This design comes from an exercise in tuning for small area, a short achievable clock period and few clock cycles per item on the open sky130 flow, not from production work. At most, simulation tests tie the RTL to the original design; equivalence was not proved.

==> 09-25: inputs <==
Design hft_macd_engine_mc, start of the top module:
module hft_macd_engine_mc #(
   parameter int N_CH            = 4,
   parameter int PRICE_W         = 32,
   parameter int FRAC_W          = 16,
   parameter int ALPHA_FAST      = 10181,
   parameter int ALPHA_SLOW      = 4854,
   parameter int ALPHA_SIG       = 13107,
   parameter int HYST            = 0,
   parameter int WARMUP_TICKS    = 26,
   parameter int STOP_LOSS_PTS   = 50,
   parameter int TAKE_PROFIT_PTS = 100
) (
   input  logic                              clk,
   input  logic                              reset,
   input  logic                              tick_valid,
   output logic                              tick_ready,
   input  logic [$clog2(N_CH)-1:0]           tick_ch,
   input  logic signed [PRICE_W-1:0]         tick_price,
   input  logic                              trade_en,
   output logic                              order_valid,
   input  logic                              order_ready,
   output logic [$clog2(N_CH)-1:0]           order_ch,
   output logic [1:0]                        order_side,
   output logic signed [PRICE_W-1:0]         order_price
);
Settings: LEC_CHECK=0, CAP_MARGIN=60, CORE_MARGIN=2, CORE_UTILIZATION=40, SLEW_MARGIN=60; clock period 17.0 ns.
run.sh (not shown) runs the stock make flow with config.mk's settings and CLKGATE_MAP_FILE= SYNTH_SCRIPT=/design/flow/synth_recipe.tcl, a recipe that flattens the netlist after the stock synthesis.
==> 09-27 (differences from 09-25) <==
--- a/flow/design.v
+++ b/flow/design.v
@@ -37,24 +37,28 @@
    logic [PRICE_W-1:0] entry_q [N_CH];
    logic               rdy_q, qf_q;
    logic               v1_q, v2_q, v3_q;
    logic [CH_W-1:0]    ch1_q, ch2_q, ch3_q;
    logic [PRICE_W-1:0] px1_q, px2_q, px3_q;
    logic               te1_q, te2_q, te3_q;
-   logic [E_W-1:0]     f1_q, s1_q;
+   logic [E_W-1:0]     f1n_q, s1n_q, f1_q, s1_q;    
    logic [WARM_W-1:0]  w1_q;
+   logic [E_W-1:0]     f2_q, s2_q;
    logic               first2_q, first3_q, ok2_q, ok3_q;
    logic [M_W+1:0]     m3_3_q;
-   logic [M_W-1:0]     g3_q;
+   logic [M_W-1:0]     g3n_q, g3_q;
    logic [3:0]         fe3_q, fp3_q;
    logic               fwd3_q;
    logic               ov_q;
    logic [CH_W-1:0]    och_q, qch_q;
    logic [1:0]         oside_q, qside_q;
    logic [PRICE_W-1:0] opx_q, qpx_q;
    wire run = !qf_q;
+   assign f1_q = ~f1n_q;
+   assign s1_q = ~s1n_q;
+   assign g3_q = ~g3n_q;
    wire acc = tick_valid && rdy_q;
    assign tick_ready  = rdy_q;
    assign order_valid = ov_q;
    assign order_ch    = och_q;
    assign order_side  = oside_q;
    assign order_price = opx_q;
@@ -74,31 +78,34 @@
    wire seen0 = (warm_q[tick_ch] != '0);
    wire [E_W-1:0] p0 = {tick_price, {FRAC_W{1'b0}}};
    logic [M_W+1:0]  m3_2;
    logic [PRICE_W-1:0] e2;
    logic signed [PRICE_W:0] de2, dp2;
    logic [3:0]      fe2, fp2;
-   csa_m3 u_m3 (.f(fast_q[ch2_q]), .s(slow_q[ch2_q]), .o(m3_2));
+   csa_m3 u_m3 (.f(f2_q), .s(s2_q), .o(m3_2));
    assign e2    = entry_q[ch2_q];
    assign de2   = $signed({px2_q[PRICE_W-1], px2_q}) - $signed({e2[PRICE_W-1], e2});
    assign dp2   = $signed({px2_q[PRICE_W-1], px2_q}) - $signed({px3_q[PRICE_W-1], px3_q});
    assign fe2 = {de2 >= TAKE_PROFIT_PTS, de2 <= -TAKE_PROFIT_PTS, de2 >= STOP_LOSS_PTS, de2 <= -STOP_LOSS_PTS};
    assign fp2 = {dp2 >= TAKE_PROFIT_PTS, dp2 <= -TAKE_PROFIT_PTS, dp2 >= STOP_LOSS_PTS, dp2 <= -STOP_LOSS_PTS};
    logic [64:0]        sg3;
    logic [M_W-1:0]     sig_n;
-   logic [M_W+2:0]     t3;
+   logic [M_W+2:0]     t3a, t3b;
+   logic [M_W+2:0]     xp3, xn3;
    logic [1:0]         p3, pos_n;
    logic [3:0]         f3;
    logic               hpos, hneg, hit, is_long, is_short, is_flat, set_entry;
    logic [1:0]         side;
    csa_sig u_sig (.acc(g3_q), .m(m3_3_q), .s(sg3));
-   csa_t3 u_t3 (.m(m3_3_q), .g(g3_q), .o(t3));
+   csa_t3 u_t3 (.m(m3_3_q), .g(g3_q), .ra(t3a), .rb(t3b));
+   assign xp3 = t3a + t3b - (M_W+3)'(3);    
+   assign xn3 = t3a + t3b + (M_W+3)'(5);    
    always_comb begin
       sig_n = sg3[64:16];    
-      hpos  = $signed(t3) >= 3;
-      hneg  = $signed(t3) <= -6;
+      hpos  = !xp3[M_W+2];
+      hneg  = xn3[M_W+2];
       p3    = pos_q[ch3_q];
       f3    = fwd3_q ? fp3_q : fe3_q;
       is_long  = (p3 == POS_LONG);
       is_short = (p3 == POS_SHORT);
       is_flat  = (p3 == POS_FLAT);
       hit   = 1'b1;
@@ -124,13 +131,13 @@
       for (int i = 0; i < N_CH; i++) begin
          if (run && v1_q && ch1_q == i) begin
             fast_q[i] <= fast_n;
             slow_q[i] <= slow_n;
          end
          if (run && v3_q && ch3_q == i) sig_q[i] <= sig_n;
-         if (run && hit && set_entry && ch3_q == i) entry_q[i] <= px3_q;
+         if (run && v3_q && is_flat && ch3_q == i) entry_q[i] <= px3_q;
       end
    end
    always_ff @(posedge clk or posedge reset) begin
       if (reset) begin
          for (int i = 0; i < N_CH; i++) begin
             warm_q[i] <= '0;
@@ -143,24 +150,25 @@
          end
       end
    end
    always_ff @(posedge clk) begin
       if (run) begin
          ch1_q <= tick_ch;  px1_q <= tick_price;  te1_q <= trade_en;
-         f1_q  <= fwd1 ? fast_n : seen0 ? fast_q[tick_ch] : p0;
-         s1_q  <= fwd1 ? slow_n : seen0 ? slow_q[tick_ch] : p0;
+         f1n_q <= ~(fwd1 ? fast_n : seen0 ? fast_q[tick_ch] : p0);
+         s1n_q <= ~(fwd1 ? slow_n : seen0 ? slow_q[tick_ch] : p0);
          w1_q  <= fwd1 ? warm_n : warm_q[tick_ch];
          ch2_q <= ch1_q;    px2_q <= px1_q;       te2_q <= te1_q;
          first2_q <= !seen1; ok2_q <= (warm_n == WARM_MAX);
+         f2_q  <= fast_n;   s2_q <= slow_n;
          ch3_q <= ch2_q;    px3_q <= px2_q;       te3_q <= te2_q;
          first3_q <= first2_q; ok3_q <= ok2_q;
          m3_3_q <= m3_2;
-         g3_q  <= (v3_q && ch3_q == ch2_q) ? sig_n : first2_q ? '0 : sig_q[ch2_q];
+         g3n_q <= ~((v3_q && ch3_q == ch2_q) ? sig_n : first2_q ? '0 : sig_q[ch2_q]);
          fe3_q <= fe2;
          fp3_q <= fp2;
-         fwd3_q <= hit && set_entry && (ch3_q == ch2_q);
+         fwd3_q <= v3_q && is_flat && (ch3_q == ch2_q);
       end
    end
    wire pop    = ov_q && order_ready;
    wire neword = run && hit;
    logic qf_n;
    always_comb begin
@@ -194,18 +202,17 @@
    end
    always_ff @(posedge clk) begin
       if (qf_q) begin
          if (pop) begin
             och_q <= qch_q; oside_q <= qside_q; opx_q <= qpx_q;
          end
-      end else if (neword) begin
+      end else begin
          if (!ov_q || pop) begin
             och_q <= ch3_q; oside_q <= side; opx_q <= px3_q;
-         end else begin
-            qch_q <= ch3_q; qside_q <= side; qpx_q <= px3_q;
          end
+         qch_q <= ch3_q; qside_q <= side; qpx_q <= px3_q;
       end
    end
 endmodule
 module csa_fast (
    input  logic [47:0] acc,
    input  logic [31:0] px,
@@ -5942,13 +5949,14 @@
    assign rb = {1'b0, w288, w286, w284, w282, w280, w278, w276, w274, w272, w270, w268, w266, w264, w262, w260, w258, w256, w254, w252, w250, w248, w246, w244, w242, w240, w238, w236, w234, w232, w230, w228, w226, w224, w222, w220, w218, w216, w214, w212, w210, w208, w206, w204, w202, w200, w198, w196, w194, w192, w191};
    adder_sk_51 u_add (.a(ra), .b(rb), .s(o));
 endmodule
 module csa_t3 (
    input  logic [50:0] m,
    input  logic [48:0] g,
-   output logic [51:0] o
+   output logic [51:0] ra,
+   output logic [51:0] rb
 );
    logic w1;
    logic w2;
    logic w3;
    logic w4;
    logic w5;
@@ -6336,16 +6344,14 @@
    assign w191 = ~g[46] ^ w93 ^ w92;
    assign w192 = (~g[46] & w93) | (~g[46] & w92) | (w93 & w92);
    assign w193 = 1'b1 ^ w95 ^ w94;
    assign w194 = (1'b1 & w95) | (1'b1 & w94) | (w95 & w94);
    assign w195 = m[49] ^ g[48] ^ w96;
    assign w196 = (m[49] & g[48]) | (m[49] & w96) | (g[48] & w96);
-   logic [51:0] ra, rb;
    assign ra = {1'b1, ~m[50], w195, w193, w191, w189, w187, w185, w183, w181, w179, w177, w175, w173, w171, w169, w167, w165, w163, w161, w159, w157, w155, w153, w151, w149, w147, w145, w143, w141, w139, w137, w135, w133, w131, w129, w127, w125, w123, w121, w119, w117, w115, w113, w111, w109, w107, w105, w103, w101, w99, 1'b1};
    assign rb = {1'b0, w196, w194, w192, w190, w188, w186, w184, w182, w180, w178, w176, w174, w172, w170, w168, w166, w164, w162, w160, w158, w156, w154, w152, w150, w148, w146, w144, w142, w140, w138, w136, w134, w132, w130, w128, w126, w124, w122, w120, w118, w116, w114, w112, w110, w108, w106, w104, w102, w100, w98, w97};
-   adder_sk_52 u_add (.a(ra), .b(rb), .s(o));
 endmodule
 module adder_sk_51 (
    input  logic [50:0] a,
    input  logic [50:0] b,
    output logic [50:0] s
 );
==> flow/config.mk (replaced) <==
export PLATFORM = sky130hd
export DESIGN_NAME = hft_macd_engine_mc
export DESIGN_NICKNAME = hft_macd_engine_mc
export VERILOG_FILES = /design/flow/design.v
export SDC_FILE = /design/flow/constraint.sdc
export NUM_CORES = 4
export LEC_CHECK = 0
export ABC_AREA = 1
export CAP_MARGIN = 60
export CORE_MARGIN = 2
export CORE_UTILIZATION = 60
export SLEW_MARGIN = 60
export SYNTH_HIERARCHICAL = 1
==> 03-09 (differences from 09-25) <==
--- a/flow/design.v
+++ b/flow/design.v
@@ -39,12 +39,13 @@
    logic               v1_q, v2_q, v3_q;
    logic [CH_W-1:0]    ch1_q, ch2_q, ch3_q;
    logic [PRICE_W-1:0] px1_q, px2_q, px3_q;
    logic               te1_q, te2_q, te3_q;
    logic [E_W-1:0]     f1_q, s1_q;
    logic [WARM_W-1:0]  w1_q;
+   logic [E_W-1:0]     f2_q, s2_q;
    logic               first2_q, first3_q, ok2_q, ok3_q;
    logic [M_W+1:0]     m3_3_q;
    logic [M_W-1:0]     g3_q;
    logic [3:0]         fe3_q, fp3_q;
    logic               fwd3_q;
    logic               ov_q;
@@ -74,31 +75,34 @@
    wire seen0 = (warm_q[tick_ch] != '0);
    wire [E_W-1:0] p0 = {tick_price, {FRAC_W{1'b0}}};
    logic [M_W+1:0]  m3_2;
    logic [PRICE_W-1:0] e2;
    logic signed [PRICE_W:0] de2, dp2;
    logic [3:0]      fe2, fp2;
-   csa_m3 u_m3 (.f(fast_q[ch2_q]), .s(slow_q[ch2_q]), .o(m3_2));
+   csa_m3 u_m3 (.f(f2_q), .s(s2_q), .o(m3_2));
    assign e2    = entry_q[ch2_q];
    assign de2   = $signed({px2_q[PRICE_W-1], px2_q}) - $signed({e2[PRICE_W-1], e2});
    assign dp2   = $signed({px2_q[PRICE_W-1], px2_q}) - $signed({px3_q[PRICE_W-1], px3_q});
    assign fe2 = {de2 >= TAKE_PROFIT_PTS, de2 <= -TAKE_PROFIT_PTS, de2 >= STOP_LOSS_PTS, de2 <= -STOP_LOSS_PTS};
    assign fp2 = {dp2 >= TAKE_PROFIT_PTS, dp2 <= -TAKE_PROFIT_PTS, dp2 >= STOP_LOSS_PTS, dp2 <= -STOP_LOSS_PTS};
    logic [64:0]        sg3;
    logic [M_W-1:0]     sig_n;
-   logic [M_W+2:0]     t3;
+   logic [M_W+2:0]     t3a, t3b;
+   logic [M_W+2:0]     xp3, xn3;
    logic [1:0]         p3, pos_n;
    logic [3:0]         f3;
    logic               hpos, hneg, hit, is_long, is_short, is_flat, set_entry;
    logic [1:0]         side;
    csa_sig u_sig (.acc(g3_q), .m(m3_3_q), .s(sg3));
-   csa_t3 u_t3 (.m(m3_3_q), .g(g3_q), .o(t3));
+   csa_t3 u_t3 (.m(m3_3_q), .g(g3_q), .ra(t3a), .rb(t3b));
+   assign xp3 = t3a + t3b - (M_W+3)'(3);    
+   assign xn3 = t3a + t3b + (M_W+3)'(5);    
    always_comb begin
       sig_n = sg3[64:16];    
-      hpos  = $signed(t3) >= 3;
-      hneg  = $signed(t3) <= -6;
+      hpos  = !xp3[M_W+2];
+      hneg  = xn3[M_W+2];
       p3    = pos_q[ch3_q];
       f3    = fwd3_q ? fp3_q : fe3_q;
       is_long  = (p3 == POS_LONG);
       is_short = (p3 == POS_SHORT);
       is_flat  = (p3 == POS_FLAT);
       hit   = 1'b1;
@@ -124,13 +128,13 @@
       for (int i = 0; i < N_CH; i++) begin
          if (run && v1_q && ch1_q == i) begin
             fast_q[i] <= fast_n;
             slow_q[i] <= slow_n;
          end
          if (run && v3_q && ch3_q == i) sig_q[i] <= sig_n;
-         if (run && hit && set_entry && ch3_q == i) entry_q[i] <= px3_q;
+         if (run && v3_q && is_flat && ch3_q == i) entry_q[i] <= px3_q;
       end
    end
    always_ff @(posedge clk or posedge reset) begin
       if (reset) begin
          for (int i = 0; i < N_CH; i++) begin
             warm_q[i] <= '0;
@@ -148,19 +152,20 @@
          ch1_q <= tick_ch;  px1_q <= tick_price;  te1_q <= trade_en;
          f1_q  <= fwd1 ? fast_n : seen0 ? fast_q[tick_ch] : p0;
          s1_q  <= fwd1 ? slow_n : seen0 ? slow_q[tick_ch] : p0;
          w1_q  <= fwd1 ? warm_n : warm_q[tick_ch];
          ch2_q <= ch1_q;    px2_q <= px1_q;       te2_q <= te1_q;
          first2_q <= !seen1; ok2_q <= (warm_n == WARM_MAX);
+         f2_q  <= fast_n;   s2_q <= slow_n;
          ch3_q <= ch2_q;    px3_q <= px2_q;       te3_q <= te2_q;
          first3_q <= first2_q; ok3_q <= ok2_q;
          m3_3_q <= m3_2;
          g3_q  <= (v3_q && ch3_q == ch2_q) ? sig_n : first2_q ? '0 : sig_q[ch2_q];
          fe3_q <= fe2;
          fp3_q <= fp2;
-         fwd3_q <= hit && set_entry && (ch3_q == ch2_q);
+         fwd3_q <= v3_q && is_flat && (ch3_q == ch2_q);
       end
    end
    wire pop    = ov_q && order_ready;
    wire neword = run && hit;
    logic qf_n;
    always_comb begin
@@ -194,18 +199,17 @@
    end
    always_ff @(posedge clk) begin
       if (qf_q) begin
          if (pop) begin
             och_q <= qch_q; oside_q <= qside_q; opx_q <= qpx_q;
          end
-      end else if (neword) begin
+      end else begin
          if (!ov_q || pop) begin
             och_q <= ch3_q; oside_q <= side; opx_q <= px3_q;
-         end else begin
-            qch_q <= ch3_q; qside_q <= side; qpx_q <= px3_q;
          end
+         qch_q <= ch3_q; qside_q <= side; qpx_q <= px3_q;
       end
    end
 endmodule
 module csa_fast (
    input  logic [47:0] acc,
    input  logic [31:0] px,
@@ -5942,13 +5946,14 @@
    assign rb = {1'b0, w288, w286, w284, w282, w280, w278, w276, w274, w272, w270, w268, w266, w264, w262, w260, w258, w256, w254, w252, w250, w248, w246, w244, w242, w240, w238, w236, w234, w232, w230, w228, w226, w224, w222, w220, w218, w216, w214, w212, w210, w208, w206, w204, w202, w200, w198, w196, w194, w192, w191};
    adder_sk_51 u_add (.a(ra), .b(rb), .s(o));
 endmodule
 module csa_t3 (
    input  logic [50:0] m,
    input  logic [48:0] g,
-   output logic [51:0] o
+   output logic [51:0] ra,
+   output logic [51:0] rb
 );
    logic w1;
    logic w2;
    logic w3;
    logic w4;
    logic w5;
@@ -6336,16 +6341,14 @@
    assign w191 = ~g[46] ^ w93 ^ w92;
    assign w192 = (~g[46] & w93) | (~g[46] & w92) | (w93 & w92);
    assign w193 = 1'b1 ^ w95 ^ w94;
    assign w194 = (1'b1 & w95) | (1'b1 & w94) | (w95 & w94);
    assign w195 = m[49] ^ g[48] ^ w96;
    assign w196 = (m[49] & g[48]) | (m[49] & w96) | (g[48] & w96);
-   logic [51:0] ra, rb;
    assign ra = {1'b1, ~m[50], w195, w193, w191, w189, w187, w185, w183, w181, w179, w177, w175, w173, w171, w169, w167, w165, w163, w161, w159, w157, w155, w153, w151, w149, w147, w145, w143, w141, w139, w137, w135, w133, w131, w129, w127, w125, w123, w121, w119, w117, w115, w113, w111, w109, w107, w105, w103, w101, w99, 1'b1};
    assign rb = {1'b0, w196, w194, w192, w190, w188, w186, w184, w182, w180, w178, w176, w174, w172, w170, w168, w166, w164, w162, w160, w158, w156, w154, w152, w150, w148, w146, w144, w142, w140, w138, w136, w134, w132, w130, w128, w126, w124, w122, w120, w118, w116, w114, w112, w110, w108, w106, w104, w102, w100, w98, w97};
-   adder_sk_52 u_add (.a(ra), .b(rb), .s(o));
 endmodule
 module adder_sk_51 (
    input  logic [50:0] a,
    input  logic [50:0] b,
    output logic [50:0] s
 );
--- a/flow/config.mk
+++ b/flow/config.mk
@@ -4,8 +4,8 @@
 export VERILOG_FILES = /design/flow/design.v
 export SDC_FILE = /design/flow/constraint.sdc
 export NUM_CORES = 4
 export LEC_CHECK = 0
 export CAP_MARGIN = 60
 export CORE_MARGIN = 2
-export CORE_UTILIZATION = 40
+export CORE_UTILIZATION = 60
 export SLEW_MARGIN = 60
==> 12-16 (differences from 09-25) <==
--- a/flow/design.v
+++ b/flow/design.v
@@ -39,12 +39,13 @@
    logic               v1_q, v2_q, v3_q;
    logic [CH_W-1:0]    ch1_q, ch2_q, ch3_q;
    logic [PRICE_W-1:0] px1_q, px2_q, px3_q;
    logic               te1_q, te2_q, te3_q;
    logic [E_W-1:0]     f1_q, s1_q;
    logic [WARM_W-1:0]  w1_q;
+   logic [E_W-1:0]     f2_q, s2_q;
    logic               first2_q, first3_q, ok2_q, ok3_q;
    logic [M_W+1:0]     m3_3_q;
    logic [M_W-1:0]     g3_q;
    logic [3:0]         fe3_q, fp3_q;
    logic               fwd3_q;
    logic               ov_q;
@@ -74,31 +75,34 @@
    wire seen0 = (warm_q[tick_ch] != '0);
    wire [E_W-1:0] p0 = {tick_price, {FRAC_W{1'b0}}};
    logic [M_W+1:0]  m3_2;
    logic [PRICE_W-1:0] e2;
    logic signed [PRICE_W:0] de2, dp2;
    logic [3:0]      fe2, fp2;
-   csa_m3 u_m3 (.f(fast_q[ch2_q]), .s(slow_q[ch2_q]), .o(m3_2));
+   csa_m3 u_m3 (.f(f2_q), .s(s2_q), .o(m3_2));
    assign e2    = entry_q[ch2_q];
    assign de2   = $signed({px2_q[PRICE_W-1], px2_q}) - $signed({e2[PRICE_W-1], e2});
    assign dp2   = $signed({px2_q[PRICE_W-1], px2_q}) - $signed({px3_q[PRICE_W-1], px3_q});
    assign fe2 = {de2 >= TAKE_PROFIT_PTS, de2 <= -TAKE_PROFIT_PTS, de2 >= STOP_LOSS_PTS, de2 <= -STOP_LOSS_PTS};
    assign fp2 = {dp2 >= TAKE_PROFIT_PTS, dp2 <= -TAKE_PROFIT_PTS, dp2 >= STOP_LOSS_PTS, dp2 <= -STOP_LOSS_PTS};
    logic [64:0]        sg3;
    logic [M_W-1:0]     sig_n;
-   logic [M_W+2:0]     t3;
+   logic [M_W+2:0]     t3a, t3b;
+   logic [M_W+2:0]     xp3, xn3;
    logic [1:0]         p3, pos_n;
    logic [3:0]         f3;
    logic               hpos, hneg, hit, is_long, is_short, is_flat, set_entry;
    logic [1:0]         side;
    csa_sig u_sig (.acc(g3_q), .m(m3_3_q), .s(sg3));
-   csa_t3 u_t3 (.m(m3_3_q), .g(g3_q), .o(t3));
+   csa_t3 u_t3 (.m(m3_3_q), .g(g3_q), .ra(t3a), .rb(t3b));
+   assign xp3 = t3a + t3b - (M_W+3)'(3);    
+   assign xn3 = t3a + t3b + (M_W+3)'(5);    
    always_comb begin
       sig_n = sg3[64:16];    
-      hpos  = $signed(t3) >= 3;
-      hneg  = $signed(t3) <= -6;
+      hpos  = !xp3[M_W+2];
+      hneg  = xn3[M_W+2];
       p3    = pos_q[ch3_q];
       f3    = fwd3_q ? fp3_q : fe3_q;
       is_long  = (p3 == POS_LONG);
       is_short = (p3 == POS_SHORT);
       is_flat  = (p3 == POS_FLAT);
       hit   = 1'b1;
@@ -124,13 +128,13 @@
       for (int i = 0; i < N_CH; i++) begin
          if (run && v1_q && ch1_q == i) begin
             fast_q[i] <= fast_n;
             slow_q[i] <= slow_n;
          end
          if (run && v3_q && ch3_q == i) sig_q[i] <= sig_n;
-         if (run && hit && set_entry && ch3_q == i) entry_q[i] <= px3_q;
+         if (run && v3_q && is_flat && ch3_q == i) entry_q[i] <= px3_q;
       end
    end
    always_ff @(posedge clk or posedge reset) begin
       if (reset) begin
          for (int i = 0; i < N_CH; i++) begin
             warm_q[i] <= '0;
@@ -148,19 +152,20 @@
          ch1_q <= tick_ch;  px1_q <= tick_price;  te1_q <= trade_en;
          f1_q  <= fwd1 ? fast_n : seen0 ? fast_q[tick_ch] : p0;
          s1_q  <= fwd1 ? slow_n : seen0 ? slow_q[tick_ch] : p0;
          w1_q  <= fwd1 ? warm_n : warm_q[tick_ch];
          ch2_q <= ch1_q;    px2_q <= px1_q;       te2_q <= te1_q;
          first2_q <= !seen1; ok2_q <= (warm_n == WARM_MAX);
+         f2_q  <= fast_n;   s2_q <= slow_n;
          ch3_q <= ch2_q;    px3_q <= px2_q;       te3_q <= te2_q;
          first3_q <= first2_q; ok3_q <= ok2_q;
          m3_3_q <= m3_2;
          g3_q  <= (v3_q && ch3_q == ch2_q) ? sig_n : first2_q ? '0 : sig_q[ch2_q];
          fe3_q <= fe2;
          fp3_q <= fp2;
-         fwd3_q <= hit && set_entry && (ch3_q == ch2_q);
+         fwd3_q <= v3_q && is_flat && (ch3_q == ch2_q);
       end
    end
    wire pop    = ov_q && order_ready;
    wire neword = run && hit;
    logic qf_n;
    always_comb begin
@@ -194,18 +199,17 @@
    end
    always_ff @(posedge clk) begin
       if (qf_q) begin
          if (pop) begin
             och_q <= qch_q; oside_q <= qside_q; opx_q <= qpx_q;
          end
-      end else if (neword) begin
+      end else begin
          if (!ov_q || pop) begin
             och_q <= ch3_q; oside_q <= side; opx_q <= px3_q;
-         end else begin
-            qch_q <= ch3_q; qside_q <= side; qpx_q <= px3_q;
          end
+         qch_q <= ch3_q; qside_q <= side; qpx_q <= px3_q;
       end
    end
 endmodule
 module csa_fast (
    input  logic [47:0] acc,
    input  logic [31:0] px,
@@ -5942,13 +5946,14 @@
    assign rb = {1'b0, w288, w286, w284, w282, w280, w278, w276, w274, w272, w270, w268, w266, w264, w262, w260, w258, w256, w254, w252, w250, w248, w246, w244, w242, w240, w238, w236, w234, w232, w230, w228, w226, w224, w222, w220, w218, w216, w214, w212, w210, w208, w206, w204, w202, w200, w198, w196, w194, w192, w191};
    adder_sk_51 u_add (.a(ra), .b(rb), .s(o));
 endmodule
 module csa_t3 (
    input  logic [50:0] m,
    input  logic [48:0] g,
-   output logic [51:0] o
+   output logic [51:0] ra,
+   output logic [51:0] rb
 );
    logic w1;
    logic w2;
    logic w3;
    logic w4;
    logic w5;
@@ -6336,16 +6341,14 @@
    assign w191 = ~g[46] ^ w93 ^ w92;
    assign w192 = (~g[46] & w93) | (~g[46] & w92) | (w93 & w92);
    assign w193 = 1'b1 ^ w95 ^ w94;
    assign w194 = (1'b1 & w95) | (1'b1 & w94) | (w95 & w94);
    assign w195 = m[49] ^ g[48] ^ w96;
    assign w196 = (m[49] & g[48]) | (m[49] & w96) | (g[48] & w96);
-   logic [51:0] ra, rb;
    assign ra = {1'b1, ~m[50], w195, w193, w191, w189, w187, w185, w183, w181, w179, w177, w175, w173, w171, w169, w167, w165, w163, w161, w159, w157, w155, w153, w151, w149, w147, w145, w143, w141, w139, w137, w135, w133, w131, w129, w127, w125, w123, w121, w119, w117, w115, w113, w111, w109, w107, w105, w103, w101, w99, 1'b1};
    assign rb = {1'b0, w196, w194, w192, w190, w188, w186, w184, w182, w180, w178, w176, w174, w172, w170, w168, w166, w164, w162, w160, w158, w156, w154, w152, w150, w148, w146, w144, w142, w140, w138, w136, w134, w132, w130, w128, w126, w124, w122, w120, w118, w116, w114, w112, w110, w108, w106, w104, w102, w100, w98, w97};
-   adder_sk_52 u_add (.a(ra), .b(rb), .s(o));
 endmodule
 module adder_sk_51 (
    input  logic [50:0] a,
    input  logic [50:0] b,
    output logic [50:0] s
 );
==> qor summary <==
| item | 12-16 | 09-25 | 09-27 | 03-09 |
|---|---|---|---|---|
| Status | complete, no violations | complete, no violations | complete, no violations | complete, no violations |
| Aggregate routed wire length | 262,700 um | 257,500 um | 277,100 um | 254,000 um |
| Die area | 246,400 um^2 | 241,500 um^2 | 177,300 um^2 | 164,900 um^2 |
| Path length in cells of the critical path | 22 | 28 | 22 | 21 |
| GR Util met3 | 3.033% | 3.173% | 4.665% | 5.329% |
| Source-to-sink clock delay at the later pin of the worst-skew pair | 0.79 ns | 0.80 ns | 0.79 ns | 0.81 ns |
| Share of the core filled with cells in the final layout | 45.00% | 44.78% | 64.97% | 66.44% |
| First element of the critical path | g3_q[15] | g3_q[16] | g3n_q[23] | g3_q[15] |
| Capture point of the critical path | g3_q[48] | qpx_q[23] | g3n_q[17] | g3_q[47] |
| Largest net degree at the start of global routing | 97 | 69 | 86 | 88 |
| Initial standard-cell utilization of the core | 40.29% | 40.33% | 60.23% | 60.40% |
| Remaining max-slew budget at the tightest pin | 59.41% | 58.98% | 59.39% | 57.85% |
| Non-clk buf share | 2.288% | 2.162% | 1.969% | 2.287% |
| Share of Yosys cell area claimed by the top area cell type | 36.97% | 34.69% | - | 36.97% |
| Fraction of area in multi-input gates | 49.50% | 51.30% | 50.27% | 50.16% |
| First-pass iteration count of the detailed router | 5 | 7 | 6 | 6 |
| N_diodes | 4 | 2 | 0 | 0 |
| Final worst-path setup slack | 9.452 ns | 8.962 ns | 10.62 ns | 9.608 ns |
| Area Overhead vs Synth | 11.71% | 11.03% | 7.872% | 9.987% |
| Delay of the slowest cell on the worst path | 0.67 ns | 0.60 ns | 0.58 ns | 0.64 ns |
| Finished Layout Cells | 11.37k | 11.02k | 13.44k | 10.33k |
| Count of yosys warnings during synthesis | 7 | 13 | 13 | 7 |
| Global Route met1 Usage | 31.30% | 29.73% | 44.69% | 47.34% |
Testbench counts of 03-09, summed over its fixed seeds: cycles 24,032, ticks 24,000.
Testbench counts of 12-16, summed over its fixed seeds: cycles 24,032, ticks 24,000.
Only the layout flow was run in 09-25 and 09-27; the RTL was not checked for function there.

## separate check: timing with driven ports
Ports are ideal in the flow. The routed layouts listed here were re-timed in OpenROAD.
Step 1: set_driving_cell puts a clkbuf_16 on clk and a buf_2 on each other input, an assumption about the parent block.
Step 2 times the ports against the registers' clock, not the clock port: input delays grow and output delays shrink by t, the midpoint of the rising clock arrivals with the driver on.
Slacks: ideal ports / drivers / drivers and shift; pairs: ideal ports / drivers.
| run | t, ns | slack for setup (ns) | clock arrival spread, ns | worst slew at a driven data input, ns |
|---|---|---|---|---|
| 09-25 | 0.855 | 8.962 / 8.962 / 8.962 | 0.043 / 0.043 | 0.17 |
| 09-27 | 0.859 | 10.616 / 10.616 / 10.017 | 0.030 / 0.030 | 0.07 |
| 03-09 | 0.868 | 9.608 / 9.608 / 9.608 | 0.046 / 0.046 | 0.05 |
| 12-16 | 0.847 | 9.452 / 9.452 / 9.452 | 0.039 / 0.039 | 0.17 |
After both steps every run listed still meets setup and hold. For 09-27, which loses most, drivers alone change the setup slack by 0.000 ns; drivers and shift together by -0.599 ns.
